Source: an optimization exercise on an open RTL-to-GDS flow (aim: small area). Production flows keep margins and buffers that such runs may drop. Only simulation tests tie the RTL to the original design; equivalence was not proved. Power figures rest on the tool's default switching activity, not on a simulated workload.

==> flow/design.v <==
`default_nettype none
module wb_regfile #(
  parameter int DATA_W = 32,
  parameter int ADDR_W = 5,
  parameter int DEPTH  = 32
) (
  input  logic              clk,
  input  logic              rst,
  input  logic [1:0]        wbIn,
  input  logic [DATA_W-1:0] readDataIn,
  input  logic [DATA_W-1:0] resultIn,
  input  logic [ADDR_W-1:0] registerRdIn,
  input  logic [ADDR_W-1:0] readReg1,
  input  logic [ADDR_W-1:0] readReg2,
  output logic [DATA_W-1:0] readData1,
  output logic [DATA_W-1:0] readData2,
  output logic [DATA_W-1:0] wbData,
  output logic              wbEnable,
  output logic [31:0]       writeCount
);
  localparam logic [ADDR_W-1:0] ZERO_IDX = '0;
  logic [DATA_W-1:0] regs [DEPTH];
  logic [31:0]       write_count;
  logic [DATA_W-1:0] wb_data;
  logic              wb_enable;
  always_comb begin
    wb_data   = wbIn[0] ? readDataIn : resultIn;
    wb_enable = wbIn[1] && (registerRdIn != ZERO_IDX) && rst;
  end
  always_ff @(posedge clk) begin
    if (!rst) begin
      for (int i = 0; i < DEPTH; i++) begin
        regs[i] <= '0;
      end
      write_count <= '0;
    end else if (wb_enable) begin
      regs[registerRdIn] <= wb_data;
      write_count        <= write_count + 32'd1;
    end
  end
  always_comb begin
    if (readReg1 == ZERO_IDX) begin
      readData1 = '0;
    end else if (wb_enable && (readReg1 == registerRdIn)) begin
      readData1 = wb_data;
    end else begin
      readData1 = regs[readReg1];
    end
    if (readReg2 == ZERO_IDX) begin
      readData2 = '0;
    end else if (wb_enable && (readReg2 == registerRdIn)) begin
      readData2 = wb_data;
    end else begin
      readData2 = regs[readReg2];
    end
  end
  assign wbData     = wb_data;
  assign wbEnable   = wb_enable;
  assign writeCount = write_count;
endmodule
`default_nettype wire
==> flow/config.mk <==
export PLATFORM = sky130hd
export DESIGN_NAME = wb_regfile
export DESIGN_NICKNAME = wb_regfile
export VERILOG_FILES = /design/flow/design.v
export SDC_FILE = /design/flow/constraint.sdc
export NUM_CORES = 4
export LEC_CHECK = 0
export CAP_MARGIN = 20
export CORE_MARGIN = 2
export CORE_UTILIZATION = 40
export SLEW_MARGIN = 20
==> flow/run.sh <==
#!/bin/bash
# synth_recipe.tcl (not shown) runs the flow's synth.tcl, then flattens the netlist and writes it again
# the make line also repeats each setting of config.mk as NAME=value (left out here)
make -C /OpenROAD-flow-scripts/flow DESIGN_CONFIG=/design/flow/config.mk WORK_HOME=/design/flow/orfs CLKGATE_MAP_FILE= SYNTH_SCRIPT=/design/flow/synth_recipe.tcl finish
==> flow/constraint.sdc <==
create_clock -name core_clock -period 6.0 [get_ports {clk}]
set_input_delay 1.2000 -clock core_clock [delete_from_list [all_inputs] [get_ports {clk}]]
set_output_delay 1.2000 -clock core_clock [all_outputs]
set_load 0.01 [all_outputs]
==> flow_summary.toml, run 1 <==
[global_routing]
grt_pass1_wl_um = 288000
track_usage_pct = 28.7
grt_overflow = 0
grt_pass1_vias = 39100
grt_max_degree = 59
antenna_found_initial = 1

[route]
met1Wirelength_um = 76500
dr_wl_met2_um = 90800
firstDrtPassIters = 6
wirelength_um = 204000
first_iter_violations = 6099
vias = 39500
dr_wl_met3_um = 26100
wl_per_cell_um = 32.9
drtAntennaViolNets = 0
top_layer = "met5"
post-route-drc-count = 0
viasPerCell = 6.36

[place]
io_buffers = 211
gp_congestion = 0.882
dp_hpwl_um = 126000

[layout]
utilization_pct = 47.0
final.fill_count = 12100
area_growth_pct = 16.9
layout-drive-gt1-share_pct = 24.7
nets = 4413

[worst_hold_path]
min_path_type = "flip-flop to flip-flop"
worstHoldStart = "write_count[24]$_SDFFE_PN0P_"

[clock_network]
postCtsSetupBuffers = 0
htreeDepth = 3
numCtsBuffers = 115
clock-sinks = 1056
cts_max_path_buffers = 3
worstSkewPairLatency_ns = 0.72
cts_tree = "built"
root_buffer = "clkbuf_16"
path_clk_slew_ns = 0.06

[synth]
synth_edf_count = 1024
ys.flop_type = "edfxtp_1"
seq_area_frac_synth_pct = 57.0
yosys.cell_types.count = 59
ys_ff_latch = 1056
ys_top_cells_by_area = "edfxtp_1, mux4_2, nor2_1, mux2i_1, mux2_2"
netlist.top_cell.by_area = "edfxtp_1"
yosys_warnings = 1
synth_top_area_share_pct = 55.8
synth_area_um2 = 55100
synth_cells = 4137
async_flop_share_pct = 0
syn_avg_cell_area_um2 = 13.3

[setup_path]
crit_type = "input port to output port"
crit_arrival_ns = 4.56
start_kind = "input port"
r2r-start = "write_count[17]$_SDFFE_PN0P_"
end_kind = "output port"
critPathMaxFanout = 58
required_ns = 4.80
critPathLaunch = "wbIn[1]"

[sta]
finalSetupTns_ns = 0
rsz0062_at_grt = "no"
slew_viol_final = 0
fin_skew_ns = 0.00946
post-route-period-util_pct = 96.0
hold_viol_final = 0
setup_violations = 0
min_period_ns = 5.76
fmax_ghz = 0.174
max_slew_margin_pct = 19.9
tightest_slew_ns = 1.17

[die]
initial_utilization_pct = 40.2
die_y_um = 375
pin_count = 212
die_w_um = 375
dieArea_um2 = 141000
rows = 136
design.core.area_um2 = 137000

[pwr]
power_density_nw_per_um2 = 282
p_leak_nw = 22.4
vdd_drop_max_v = 0.000225

[run]
cap_viol_max_count = 0

[outcome]
status = "timing/DRC/antenna clean"
-- Yosys cell counts (40+ instances only) --
cell         n
nor3_1      43
nor2_1    1135
inv_1       40
o21ai_0     41
a211oi_1    67
a21oi_1     44
edfxtp_1  1024
nand2_1     81
nor4_1      70
mux4_2     400
mux2i_1    247
nor2b_1     60
o22ai_1    111
clkbuf_1   285
mux2_2     161
buf_2      107
-- cell families after synthesis --
kind of cell	after synthesis	synth area share [%]
adder cells (fa/ha/maj)	1	0.0227
AO/OA/AOI/OAI	313	3.72
other	1	0.00681
AND/OR/NAND/NOR	1464	11.1
multiplexers	808	24.1
buffers and inverters	466	3.59
XOR/XNOR	28	0.445
flip-flops	1056	57.0
-- critical path, stage by stage --
cell	delay (ns)
clkdlybuf4s50_1	0.49
nand2_1	0.40
a2111oi_4	0.62
buf_12	0.36
nor4_1	0.17
a211oi_1	0.55
clkdlybuf4s50_1	0.67
-- report_power, final --
part / total [W] / switching, W / internal, W / leakage [nW]
Sequential: 0.00868 / 0.000196 / 0.00848 / 10.0
Clock: 0.00685 / 0.00301 / 0.00383 / 1.71
Combinational: 0.00265 / 0.00152 / 0.00113 / 10.7
Total: 0.0182 / 0.00472 / 0.0135 / 22.4
-- final timing paths --
kind,end,slack [ns],depth (start not counted)
setup / recovery,readData1[5],0.24,7
hold / removal,write_count[24]$_SDFFE_PN0P_,0.51,2
setup reg to reg,write_count[28]$_SDFFE_PN0P_,3.69,5
hold reg to reg,write_count[24]$_SDFFE_PN0P_,0.51,2
-- placed cells by master (no fill, tap or decap), drive strengths merged, types with 11 or more instances in the layout --
master	count
nand2	81
mux4	400
or3	11
inv	43
o21ai	41
xnor2	17
nor4	71
nor3	44
nor2	1135
clkdlybuf4s50	203
nor2b	60
buf	266
clkbuf	154
nand3	12
edfxtp	1024
a21oi	44
nand4	11
conb	32
dfxtp	32
a211oi	67
a2111oi	32
xor2	11
mux2	161
clkinv	45
mux2i	247
o22ai	111
-- area by class of cell --
cell class / count / area, um2 / area share (%)
sequential: 1056 / 31400 / 48.7
multi-input combinational: 2646 / 22500 / 34.9
timing repair buffer: 470 / 4610 / 7.16
clock buffer: 153 / 3080 / 4.79
tap: 1794 / 2240 / 3.49
clock inverter: 57 / 440 / 0.684
inverter: 40 / 151 / 0.235
antenna: 2 / 5.00 / 0.00777
-- sequential cells by signal (all words and copies together) (netlist names) --
signal and count:
regs 1024, write_count 32
-- per-layer routing --
| layer | vias to the layer above | GRT usage, % |
|---|---|---|
| li1 | 16000 | - |
| met1 | 20100 | 38.4 |
| met2 | 2842 | 43.4 |
| met3 | 523 | 8.17 |
| met4 | 2 | 13.2 |
| met5 | - | 0 |
-- metrics by stage --
step,setup WS [ns],instance area (um2),power [W],hold WS [ns],instances
after floorplan,1.89,55200,0.0102,0.496,4168
after global placement,0.133,60800,0.0114,0.472,6006
after detailed placement,0.215,60900,0.0114,0.492,6006
after CTS,0.161,64400,0.0182,0.506,6216
after global routing,0.104,64400,0.0186,0.539,6216
final,0.237,64400,0.0182,0.508,6218
-- what timing repair did --
action | in CTS | in global routing
resized for setup | 0 | 1
setup endpoints to repair | 0 | 1
hold endpoints to repair | 0 | 0
hold buffers | 0 | 0
==> inputs of run 2 (changes only) <==
==> flow/design.v (replaced) <==
`default_nettype none
module wb_regfile #(
  parameter int DATA_W = 32,
  parameter int ADDR_W = 5,
  parameter int DEPTH  = 32
) (
  input  logic              clk,
  input  logic              rst,
  input  logic [1:0]        wbIn,
  input  logic [DATA_W-1:0] readDataIn,
  input  logic [DATA_W-1:0] resultIn,
  input  logic [ADDR_W-1:0] registerRdIn,
  input  logic [ADDR_W-1:0] readReg1,
  input  logic [ADDR_W-1:0] readReg2,
  output logic [DATA_W-1:0] readData1,
  output logic [DATA_W-1:0] readData2,
  output logic [DATA_W-1:0] wbData,
  output logic              wbEnable,
  output logic [31:0]       writeCount
);
  logic [DATA_W-1:0] regs_q [1:DEPTH-1];
  logic              phase;
  logic [31:0]       write_count;
  logic [DATA_W-1:0] wb_data;
  logic              wb_enable;
  logic [DATA_W-1:0] col;
  logic [DEPTH-1:1]  row_sel;
  logic [DEPTH-1:1]  row_sel_n;
  always_comb begin
    wb_data   = wbIn[0] ? readDataIn : resultIn;
    wb_enable = wbIn[1] && (registerRdIn != '0) && rst;
  end
  always_comb begin
    col = rst ? (wb_data ^ {DATA_W{phase}}) : '1;
    for (int i = 1; i < DEPTH; i++) begin
      row_sel[i]   = (wb_enable && (registerRdIn == i[ADDR_W-1:0])) || !rst;
      row_sel_n[i] = !row_sel[i];
    end
  end
  always_ff @(posedge clk) begin
    phase <= rst ? !phase : 1'b0;
  end
  for (genvar i = 1; i < DEPTH; i++) begin : g_row
    wb_regfile_row #(.DATA_W(DATA_W)) u_row (
      .clk   (clk),
      .sel   (row_sel[i]),
      .sel_n (row_sel_n[i]),
      .col   (col),
      .q     (regs_q[i])
    );
  end
  always_ff @(posedge clk) begin
    write_count <= rst ? (write_count + {31'd0, wb_enable}) : 32'd0;
  end
  logic [DEPTH-1:0][DATA_W-1:0] rd_in;
  logic [DEPTH-1:0]             rd_sel1, rd_sel2;
  logic                         rd_inv1, rd_inv2;
  always_comb begin
    rd_in[0] = col;
    for (int i = 1; i < DEPTH; i++) rd_in[i] = regs_q[i];
  end
  function automatic logic [DEPTH-1:0] read_sel(input logic [ADDR_W-1:0] ra);
    logic byp;
    byp = wb_enable && (ra == registerRdIn);
    read_sel[0] = byp;
    for (int i = 1; i < DEPTH; i++) read_sel[i] = !byp && (ra == i[ADDR_W-1:0]);
  endfunction
  always_comb begin
    rd_sel1 = read_sel(readReg1);
    rd_sel2 = read_sel(readReg2);
    rd_inv1 = phase && (readReg1 != '0);
    rd_inv2 = phase && (readReg2 != '0);
  end
  wb_regfile_rdmux #(.DATA_W(DATA_W), .N(DEPTH)) u_rd1 (
    .sel(rd_sel1), .d(rd_in), .inv(rd_inv1), .y(readData1)
  );
  wb_regfile_rdmux #(.DATA_W(DATA_W), .N(DEPTH)) u_rd2 (
    .sel(rd_sel2), .d(rd_in), .inv(rd_inv2), .y(readData2)
  );
  assign wbData     = wb_data;
  assign wbEnable   = wb_enable;
  assign writeCount = write_count;
endmodule
module wb_regfile_row #(
  parameter int DATA_W = 32
) (
  input  logic              clk,
  input  logic              sel,
  input  logic              sel_n,
  input  logic [DATA_W-1:0] col,
  output logic [DATA_W-1:0] q
);
  always_ff @(posedge clk) begin
    q <= ~((q | {DATA_W{sel}}) & ({DATA_W{sel_n}} | col));
  end
endmodule
module wb_regfile_rdmux #(
  parameter int DATA_W = 32,
  parameter int N      = 32
) (
  input  logic [N-1:0]             sel,
  input  logic [N-1:0][DATA_W-1:0] d,
  input  logic                     inv,
  output logic [DATA_W-1:0]        y
);
  always_comb begin
    y = '0;
    for (int i = 0; i < N; i++) y = y | (d[i] & {DATA_W{sel[i]}});
    y = y ^ {DATA_W{inv}};
  end
endmodule
`default_nettype wire
--- a/flow/config.mk
+++ b/flow/config.mk
@@ -10,2 +10,3 @@
 export CORE_UTILIZATION = 40
 export SLEW_MARGIN = 20
+export SYNTH_HIERARCHICAL = 1
==> run 2 against run 1 <==
The layout now fails its checks (negative setup slack). Global-route usage up 7.9 points. Worst setup slack worse by 0.24 ns. Hold slack worse by 0.037 ns. Register-to-register slack worse by 0.13 ns. Clock skew up 0.0078 ns. Clock-buffer cell count up 4. Critical path depth up 5.
==> flow_summary.toml, run 2 <==
[sta]
min_period_ns = 6.00
setup_ws_ns = -0.00243
fin_skew_ns = 0.0173
fmax_ghz = 0.167
tightest_slew_ns = 1.19
rsz0062_at_grt = "yes"
post-route-period-util_pct = 100
max_slew_margin_pct = 20.5
slew_viol_final = 0
hold_viol_final = 0
setup_violations = 1

[setup_path]
end_kind = "output port"
critPathCapture = "readData2[11]"
required_ns = 4.80
critPathLaunch = "readReg2[0]"
r2r_slack_ns = 3.56
critPathMaxFanout = 9
crit_arrival_ns = 4.80
crit_type = "input port to output port"
rr_worst_depth = 6
r2r-start = "write_count[0]$_SDFF_PN0_"
start_kind = "input port"
reg2reg_to = "write_count[22]$_SDFF_PN0_"

[clock_network]
cts_max_path_buffers = 3
htreeDepth = 3
numCtsBuffers = 107
clock-sinks = 1025
path_clk_slew_ns = 0.06
worstSkewPairLatency_ns = 0.71
root_buffer = "clkbuf_16"
cts_tree = "built"

[place]
dp_hpwl_um = 133000
place_area_um2 = 49200
place_inst = 5937
post-place-ws_ns = -0.699
io_buffers = 211
gp_congestion = 1.02

[pwr]
p_switching_w = 0.00554
power_density_nw_per_um2 = 344
vdd_drop_max_v = 0.000263
p_seq_share_pct = 45.0
pwr-share-clk_pct = 38.1
swShare_pct = 29.6
combPwrFrac_pct = 16.8
p_leak_nw = 19.5
intPower_w = 0.0132

[synth]
async_flop_share_pct = 0
yosys_warnings = 10
syn_avg_cell_area_um2 = 9.96
synth_edf_count = 0
ys_ff_latch = 1025
seq_area_frac_synth_pct = 48.2
netlist.top_cell.by_area = "dfxtp_1"
synth_top_area_share_pct = 48.2
yosys.cell_types.count = 37
synth.most_common_cell = "dfxtp_1"
synth_area_um2 = 42600
synth_cells = 4273
ys_top_cells_by_area = "dfxtp_1, a22oi_1, o22ai_1, nand4_1, buf_6"
ys.flop_type = "dfxtp_1"
synthTopCellsByCount = "dfxtp_1, a22oi_1, o22ai_1, nand4_1, buf_2"

[outcome]
status = "failed layout checks"
failed_checks = "negative setup slack"

[layout]
area_growth_pct = 28.0
largest_registers = "g_row.u_row.q: 992 flops, write_count: 32 flops, phase: 1 flops"
nets = 4840
final_cells = 6235
utilization_pct = 51.7
registers.top_by_ff_count = "g_row.u_row.q"
postLayoutCellArea_um2 = 54500
diodes = 0
largest_register_ffs = 992
final_common_cell = "dfxtp_1"
layout_common_cells = "dfxtp_1, a22oi_1, o22ai_1"
final.fill_count = 9466
layout-drive-gt1-share_pct = 21.0

[route]
first_iter_violations = 7704
viasPerCell = 7.26
firstDrtPassIters = 28
post-route-drc-count = 0
wirelength_um = 207000
vias = 45300
drtAntennaViolNets = 0
wl_per_cell_um = 33.3

[global_routing]
grt_pass1_wl_um = 295000
grt_max_degree = 64
track_usage_pct = 36.6
grt_pass1_vias = 42700
grt_overflow = 0
antenna_found_initial = 1

[worst_hold_path]
min_path_type = "flip-flop to flip-flop"

[die]
pin_count = 212
design.core.area_um2 = 105000
die_y_um = 330
initial_utilization_pct = 40.4
rows = 119
die_w_um = 330
dieArea_um2 = 109000

[run]
cap_viol_max_count = 0
## run 2: power groups by stage
stage | sequential [W] | combinational, W | clock, W
6_report | 0.00845 | 0.00315 | 0.00715
5_1_grt | 0.00853 | 0.00325 | 0.00743
4_1_cts | 0.00839 | 0.00302 | 0.00715
3_5_place_dp | 0.00853 | 0.00299 | 0
3_3_place_gp | 0.00850 | 0.00294 | 0
2_1_floorplan | 0.00837 | 0.00158 | 0
## run 2: critical path: stages
cell and delay, ns:
clkdlybuf4s50_1 0.59, buf_4 0.21, or3b_2 0.65, buf_4 0.22, nor3_2 0.35, buf_4 0.38, buf_12 0.17, a22oi_1 0.09
nand4_1 0.17, nor4_2 0.08, xnor2_1 0.33, dlygate4sd2_1 0.35
## run 2: stage by stage
stage | hold WS (ns) | power [W] | setup TNS [ns]
after detailed placement | 0.461 | 0.0115 | -25.81
after global placement | 0.453 | 0.0114 | -26.38
after global routing | 0.483 | 0.0192 | -0.142
after CTS | 0.469 | 0.0186 | -0.00697
after floorplan | 0.445 | 0.00995 | 0
final | 0.471 | 0.0188 | -0.00243
## run 2: how the worst min path moves through the flow
stage,endpoint,cells past startpoint,startpoint
floorplan,g_row[13].u_row.q[0]$_DFF_P_,1,g_row[13].u_row.q[0]$_DFF_P_
global placement,g_row[25].u_row.q[3]$_DFF_P_,1,g_row[25].u_row.q[3]$_DFF_P_
detailed placement,g_row[13].u_row.q[17]$_DFF_P_,1,g_row[13].u_row.q[17]$_DFF_P_
CTS,g_row[17].u_row.q[30]$_DFF_P_,1,g_row[17].u_row.q[30]$_DFF_P_
global route,g_row[25].u_row.q[24]$_DFF_P_,1,g_row[25].u_row.q[24]$_DFF_P_
finish,g_row[20].u_row.q[5]$_DFF_P_,1,g_row[20].u_row.q[5]$_DFF_P_
## run 2: cell families after synthesis
family                     Yosys count  share of synthesized area, %
AOI/OAI and AO/OA                 2088                          33.6
DFF                               1025                          48.2
and+or+nand+nor                    538                          8.26
buffers and inverters              470                          6.54
xor gates and xnor gates           116                          2.39
muxes                               34                         0.894
adders and majority gates            2                        0.0588
## run 2: routing by layer
layer  wire, um  global-route usage [%]
met2      85100                    52.3
met5        310                       0
met1      76100                    45.6
met4      11600                    18.8
met3      34400                    17.3
## run 2: cell type report
type | count | area [um2] | area share (%)
Clock buffer | 157 | 3190 | 5.85
Clock inverter | 41 | 581 | 1.07
Inverter | 39 | 146 | 0.269
Multi-Input combinational cell | 2786 | 20700 | 38.0
Sequential cell | 1025 | 20500 | 37.7
Tap cell | 1391 | 1740 | 3.19
Timing Repair Buffer | 796 | 7590 | 13.9
## run 2: repair_timing
| item | 4_1_cts | 5_1_grt |
|---|---|---|
| hold buffers | 0 | 0 |
| pin swaps | 112 | 60 |
| setup buffers | 87 | 5 |
| gates resized for setup | 138 | 75 |
| endpoints found under the setup margin | 64 | 42 |
| cloned | 8 | 0 |

re-timing with driven ports:
In the flow no input, the clock included, has a driving cell. The finished layouts below were timed again as built, in two steps.
Step 1 sets driving cells, clkbuf_16 on the clock port and buf_2 on the other inputs (assumed; they add their load-dependent delay and slew).
Step 2, shift: input delay + t, output delay - t, t = (earliest + latest rising clock arrival at the registers) / 2. This alone moves slack from input paths to output paths.
Three values: ideal, step 1, step 2; two values: the first two.
run	t (ns)	setup WS [ns]	worst data-port slew with drivers (ns)
run 1	0.786	0.237 / 0.205 / 0.205	0.06
run 2	0.766	-0.002 / -0.035 / -0.035	0.05
For run 2, which loses most, drivers alone change the setup slack by -0.033 ns; drivers and shift together by -0.033 ns.
